Context: an optimization exercise on an open-source flow, tuned for small area. The choices shown serve that exercise and are no tape-out recipe. At most, simulation tests tie the RTL to the original design; equivalence was not proved. No driver is modelled on the clock port, so clocking that relies on it looks cheaper here than on a real chip. Power and IR drop assume default switching activity.

// branch_target_buffer
module branch_target_buffer
(
   input  logic        clk,
   input  logic        rst_n,
   input  logic [31:0] pc_i,
   output logic        hit_o,
   output logic        pred_taken_o,
   output logic [31:0] pred_target_o,
   input  logic        upd_valid_i,
   input  logic [31:0] upd_pc_i,
   input  logic [31:0] upd_imm_i,
   input  logic        upd_taken_i,
   input  logic        upd_jump_i,
   input  logic        flush_i
);
   logic [15:0] tbl_valid;
   logic [25:0] tbl_tag    [16];
   logic [31:0] tbl_target [16];
   logic [1:0]  tbl_ctr    [16];
   logic [15:0] lk_sel, up_sel;
   logic [15:0] valid_d;
   logic [15:0] we_ctr, we_tgt;
   logic        lk_valid_n, up_valid_n;
   logic [25:0] lk_tag_n, up_tag_n;
   logic [31:0] lk_target_n;
   logic        lk_ctr1_n;
   logic [1:0]  up_ctr_n;
   logic [2:0]  lk_miss, up_miss;
   logic [31:0] lk_inc_n;
   logic [3:0]  lk_taken;
   logic        up_hit;
   logic        up_tk;
   logic        up_wr;
   logic        clr_n;
   logic [1:0]  up_ctr;
   logic [1:0]  ctr_base;
   logic [1:0]  ctr_next;
   logic [31:0] up_target;
   always_comb begin
      for (int i = 0; i < 16; i++) begin
         lk_sel[i] = (pc_i[5:2] == i[3:0]);
         up_sel[i] = (upd_pc_i[5:2] == i[3:0]);
      end
  ...
==> module btb_or3, before the edit <==
module btb_or3
(
   input  logic a, b, c,
   output logic y
);
   assign y = a | b | c;
endmodule
==> module btb_tagcmp_s, before the edit <==
module btb_tagcmp_s
(
   input  logic [25:0] tag_n,
   input  logic [25:0] tag,
   input  logic        valid_n,
   output logic [2:0]  grp_miss
);
   logic [23:0] eq;
   logic [1:0]  mis;
   logic [8:0]  m;
   for (genvar b = 0; b < 24; b++) begin : g_b
      btb_xor2 u_x (.a(tag_n[b]), .b(tag[b]), .y(eq[b]));
   end
   btb_xnor2 u_x24 (.a(tag_n[24]), .b(tag[24]), .y(mis[0]));
   btb_xnor2 u_x25 (.a(tag_n[25]), .b(tag[25]), .y(mis[1]));
   for (genvar k = 0; k < 8; k++) begin : g_m
      btb_nand3 u_m (.a(eq[3*k]), .b(eq[3*k+1]), .c(eq[3*k+2]), .y(m[k]));
   end
   btb_or3 u_m8 (.a(mis[0]), .b(mis[1]), .c(valid_n), .y(m[8]));
   for (genvar k = 0; k < 3; k++) begin : g_g
      btb_or3 u_g (.a(m[3*k]), .b(m[3*k+1]), .c(m[3*k+2]), .y(grp_miss[k]));
   end
endmodule
==> module branch_target_buffer, before the edit <==
module branch_target_buffer
(
   input  logic        clk,
   input  logic        rst_n,
   input  logic [31:0] pc_i,
   output logic        hit_o,
   output logic        pred_taken_o,
   output logic [31:0] pred_target_o,
   input  logic        upd_valid_i,
   input  logic [31:0] upd_pc_i,
   input  logic [31:0] upd_imm_i,
   input  logic        upd_taken_i,
   input  logic        upd_jump_i,
   input  logic        flush_i
);
   logic [15:0] tbl_valid;
   logic [25:0] tbl_tag    [16];
   logic [31:0] tbl_target [16];
   logic [1:0]  tbl_ctr    [16];
   logic [15:0] lk_sel, up_sel;
   logic [15:0] valid_d;
   logic [15:0] we_ctr, we_tgt;
   logic        lk_valid_n, up_valid_n;
   logic [25:0] lk_tag_n, up_tag_n;
   logic [31:0] lk_target_n;
   logic        lk_ctr1_n;
   logic [1:0]  up_ctr_n;
   logic [2:0]  lk_miss, up_miss;
   logic [31:0] lk_inc_n;
   logic [3:0]  lk_taken;
   logic        up_hit;
   logic        up_tk;
   logic        up_wr;
   logic        clr_n;
   logic [1:0]  up_ctr;
   logic [1:0]  ctr_base;
   logic [1:0]  ctr_next;
   logic [31:0] up_target;
   always_comb begin
      for (int i = 0; i < 16; i++) begin
         lk_sel[i] = (pc_i[5:2] == i[3:0]);
         up_sel[i] = (upd_pc_i[5:2] == i[3:0]);
      end
   end
   for (genvar b = 0; b < 26; b++) begin : g_tag
      logic [15:0] col;
      for (genvar i = 0; i < 16; i++) begin : g_col
         assign col[i] = tbl_tag[i][b];
      end
      btb_mux16n u_lk (.s(lk_sel), .d(col), .yn(lk_tag_n[b]));
      btb_mux16n u_up (.s(up_sel), .d(col), .yn(up_tag_n[b]));
   end
   for (genvar b = 0; b < 32; b++) begin : g_tgt
      logic [15:0] col;
      for (genvar i = 0; i < 16; i++) begin : g_col
         assign col[i] = tbl_target[i][b];
      end
      btb_mux16n u_lk (.s(lk_sel), .d(col), .yn(lk_target_n[b]));
   end
   for (genvar b = 0; b < 2; b++) begin : g_ctr
      logic [15:0] col;
      for (genvar i = 0; i < 16; i++) begin : g_col
         assign col[i] = tbl_ctr[i][b];
      end
      btb_mux16n u_up (.s(up_sel), .d(col), .yn(up_ctr_n[b]));
      if (b == 1) begin : g_lk
         btb_mux16n u_lk (.s(lk_sel), .d(col), .yn(lk_ctr1_n));
      end
   end
   btb_mux16n u_lk_valid (.s(lk_sel), .d(tbl_valid), .yn(lk_valid_n));
   btb_mux16n u_up_valid (.s(up_sel), .d(tbl_valid), .yn(up_valid_n));
   btb_tagcmp u_lk_cmp (.tag_n(lk_tag_n), .tag(pc_i[31:6]), .valid_n(lk_valid_n), .grp_miss(lk_miss));
   btb_nor3   u_hit    (.a(lk_miss[0]), .b(lk_miss[1]), .c(lk_miss[2]), .y(hit_o));
   for (genvar k = 0; k < 4; k++) begin : g_tk
      btb_nor4 u_tk (.a(lk_miss[0]), .b(lk_miss[1]), .c(lk_miss[2]), .d(lk_ctr1_n), .y(lk_taken[k]));
   end
   assign pred_taken_o = lk_taken[0];
   assign lk_inc_n = ~{pc_i[31:2] + 30'd1, pc_i[1:0]};
   for (genvar b = 0; b < 32; b++) begin : g_out
      btb_mux2i u_o (.a0(lk_inc_n[b]), .a1(lk_target_n[b]), .s(lk_taken[b / 8]), .y(pred_target_o[b]));
   end
   btb_tagcmp_s u_up_cmp (.tag_n(up_tag_n), .tag(upd_pc_i[31:6]), .valid_n(up_valid_n), .grp_miss(up_miss));
   assign up_hit = ~|up_miss;
   assign up_tk  = upd_taken_i || upd_jump_i;
   assign up_wr  = upd_valid_i && (up_hit || up_tk);
   assign up_ctr = ~up_ctr_n;
   assign clr_n  = rst_n && !flush_i;
   btb_add32 u_add (.a(upd_pc_i), .b(upd_imm_i), .s(up_target));
   assign ctr_base = up_hit ? up_ctr : branch_target_buffer_pkg::CTR_WNT;
   bpred_sat_counter u_ctr (
      .ctr      (ctr_base),
      .taken    (up_tk),
      .force_st (upd_jump_i),
      .ctr_next (ctr_next)
   );
   for (genvar i = 0; i < 16; i++) begin : g_ent
      assign we_ctr[i] = up_wr && up_sel[i];
      assign we_tgt[i] = upd_valid_i && up_tk && up_sel[i];
      btb_vnext u_vnext (.clr_n(clr_n), .v(tbl_valid[i]), .we(we_ctr[i]), .y(valid_d[i]));
      always_ff @(posedge clk) begin
         tbl_valid[i] <= valid_d[i];
         if (we_ctr[i]) tbl_ctr[i] <= ctr_next;
         if (we_tgt[i]) begin
            tbl_tag[i]    <= upd_pc_i[31:6];
            tbl_target[i] <= up_target;
         end
      end
   end
endmodule
clock: 7.0 ns
lec_check: 0
cap_margin: 20
core_margin: 2
core_utilization: 50
slew_margin: 20
synth_hierarchical: 1
standard.sh (not shown) runs the stock make flow with config.mk's settings and CLKGATE_MAP_FILE= SYNTH_SCRIPT=/design/flow/synth_recipe.tcl, a recipe that flattens the netlist after the stock synthesis.
==> flow/flow/run.sh <==
#!/bin/bash
# Own layout flow: the standard flow, with these changes after synthesis.
#  - ports are buffered with buf_2 instead of the flow's default buffer;
#  - placement, repair and routing may not use buffers larger than buf_6
#    (flow/dont_use.tcl, sourced before each of those steps);
#  - the clock tree uses clkbuf_8, sink clusters of up to 14 within 60 um and no dummy loads.
# Synthesis is the standard one, run unchanged. Each step's output goes to its
# own log file here.
set -euo pipefail
DU=$PWD/flow/dont_use.tcl
bash standard.sh synth > synth.log 2>&1
bash standard.sh \
   "BUFFER_PORTS_ARGS=-buffer_cell sky130_fd_sc_hd__buf_2" \
   "CTS_ARGS=-sink_clustering_enable -repair_clock_nets -dont_use_dummy_load -buf_list sky130_fd_sc_hd__clkbuf_8 -sink_clustering_size 14 -sink_clustering_max_diameter 60" \
   "PRE_GLOBAL_PLACE_TCL=$DU" "PRE_RESIZE_TCL=$DU" "PRE_DETAIL_PLACE_TCL=$DU" \
   "PRE_CTS_TCL=$DU" "PRE_GLOBAL_ROUTE_TCL=$DU" "PRE_REPAIR_TIMING_POST_PLACE_TCL=$DU" \
   finish > finish.log 2>&1
==> flow/flow/dont_use.tcl <==
set_dont_use {sky130_fd_sc_hd__buf_8 sky130_fd_sc_hd__buf_12 sky130_fd_sc_hd__buf_16 sky130_fd_sc_hd__bufbuf_8 sky130_fd_sc_hd__bufbuf_16 sky130_fd_sc_hd__clkdlybuf4s50_1 sky130_fd_sc_hd__clkdlybuf4s50_2}
Next try:
--- a/flow/design.v
+++ b/flow/design.v
@@ -143,40 +143,10 @@
    end
    for (genvar k = 0; k < 3; k++) begin : g_g
       btb_nand3 u_g (.a(z[3*k]), .b(z[3*k+1]), .c(z[3*k+2]), .y(grp_miss[k]));
    end
 endmodule
-module btb_or3
-(
-   input  logic a, b, c,
-   output logic y
-);
-   assign y = a | b | c;
-endmodule
-module btb_tagcmp_s
-(
-   input  logic [25:0] tag_n,
-   input  logic [25:0] tag,
-   input  logic        valid_n,
-   output logic [2:0]  grp_miss
-);
-   logic [23:0] eq;
-   logic [1:0]  mis;
-   logic [8:0]  m;
-   for (genvar b = 0; b < 24; b++) begin : g_b
-      btb_xor2 u_x (.a(tag_n[b]), .b(tag[b]), .y(eq[b]));
-   end
-   btb_xnor2 u_x24 (.a(tag_n[24]), .b(tag[24]), .y(mis[0]));
-   btb_xnor2 u_x25 (.a(tag_n[25]), .b(tag[25]), .y(mis[1]));
-   for (genvar k = 0; k < 8; k++) begin : g_m
-      btb_nand3 u_m (.a(eq[3*k]), .b(eq[3*k+1]), .c(eq[3*k+2]), .y(m[k]));
-   end
-   btb_or3 u_m8 (.a(mis[0]), .b(mis[1]), .c(valid_n), .y(m[8]));
-   for (genvar k = 0; k < 3; k++) begin : g_g
-      btb_or3 u_g (.a(m[3*k]), .b(m[3*k+1]), .c(m[3*k+2]), .y(grp_miss[k]));
-   end
-endmodule
 module btb_add32
 (
    input  logic [31:0] a,
    input  logic [31:0] b,
    output logic [31:0] s
@@ -226,11 +196,11 @@
 );
    logic [15:0] tbl_valid;
    logic [25:0] tbl_tag    [16];
    logic [31:0] tbl_target [16];
    logic [1:0]  tbl_ctr    [16];
-   logic [15:0] lk_sel, up_sel;
+   logic [15:0] lk_sel, lt_sel, up_sel;
    logic [15:0] valid_d;
    logic [15:0] we_ctr, we_tgt;
    logic        lk_valid_n, up_valid_n;
    logic [25:0] lk_tag_n, up_tag_n;
    logic [31:0] lk_target_n;
@@ -248,10 +218,11 @@
    logic [1:0]  ctr_next;
    logic [31:0] up_target;
    always_comb begin
       for (int i = 0; i < 16; i++) begin
          lk_sel[i] = (pc_i[5:2] == i[3:0]);
+         lt_sel[i] = (pc_i[5:2] == i[3:0]);
          up_sel[i] = (upd_pc_i[5:2] == i[3:0]);
       end
    end
    for (genvar b = 0; b < 26; b++) begin : g_tag
       logic [15:0] col;
@@ -264,11 +235,11 @@
    for (genvar b = 0; b < 32; b++) begin : g_tgt
       logic [15:0] col;
       for (genvar i = 0; i < 16; i++) begin : g_col
          assign col[i] = tbl_target[i][b];
       end
-      btb_mux16n u_lk (.s(lk_sel), .d(col), .yn(lk_target_n[b]));
+      btb_mux16n u_lk (.s(lt_sel), .d(col), .yn(lk_target_n[b]));
    end
    for (genvar b = 0; b < 2; b++) begin : g_ctr
       logic [15:0] col;
       for (genvar i = 0; i < 16; i++) begin : g_col
          assign col[i] = tbl_ctr[i][b];
@@ -288,11 +259,11 @@
    assign pred_taken_o = lk_taken[0];
    assign lk_inc_n = ~{pc_i[31:2] + 30'd1, pc_i[1:0]};
    for (genvar b = 0; b < 32; b++) begin : g_out
       btb_mux2i u_o (.a0(lk_inc_n[b]), .a1(lk_target_n[b]), .s(lk_taken[b / 8]), .y(pred_target_o[b]));
    end
-   btb_tagcmp_s u_up_cmp (.tag_n(up_tag_n), .tag(upd_pc_i[31:6]), .valid_n(up_valid_n), .grp_miss(up_miss));
+   btb_tagcmp u_up_cmp (.tag_n(up_tag_n), .tag(upd_pc_i[31:6]), .valid_n(up_valid_n), .grp_miss(up_miss));
    assign up_hit = ~|up_miss;
    assign up_tk  = upd_taken_i || upd_jump_i;
    assign up_wr  = upd_valid_i && (up_hit || up_tk);
    assign up_ctr = ~up_ctr_n;
    assign clr_n  = rst_n && !flush_i;
What happened: Area after synthesis is about the same; via count goes up by 0.68%; count of clock-buffer cells in the layout goes up by 2; die area stays flat; final cell count goes down by about 1%; hold slack stays flat; utilization goes down by 0.11 points; final area is about the same; total power goes up by 0.76%; worst setup slack is better by 0.036 ns; routed wire length goes up by 0.76%; clock skew goes down by 0.0047 ns.
The RTL of the first run of this note was laid out without a check of its function.

==> static timing again, ports no longer ideal <==
The flow's constraints put no driver on any port. The routed layouts listed below were extracted and timed again, unchanged, in two steps.
Step 1, drivers: a clkbuf_16 drives clk and a buf_2 each remaining input, both assumed.
Step 2 also shifts input and output timing later by t, the mid clock arrival at the registers, as if the neighbouring blocks saw the same clock.
a / b / c = no drivers / after step 1 / after step 2; a / b = the first two.
run | t, ns | setup WS [ns] | cell pins on the clock port's net
the first run | 0.754 | 0.120 / 0.097 / -0.400 | 1
the second run | 0.754 | 0.157 / 0.130 / -0.410 | 1
Met with ideal ports but missed after step 2: setup timing in the first run and the second run. For the second run, which loses most, drivers alone change the setup slack by -0.027 ns; drivers and shift together by -0.567 ns.
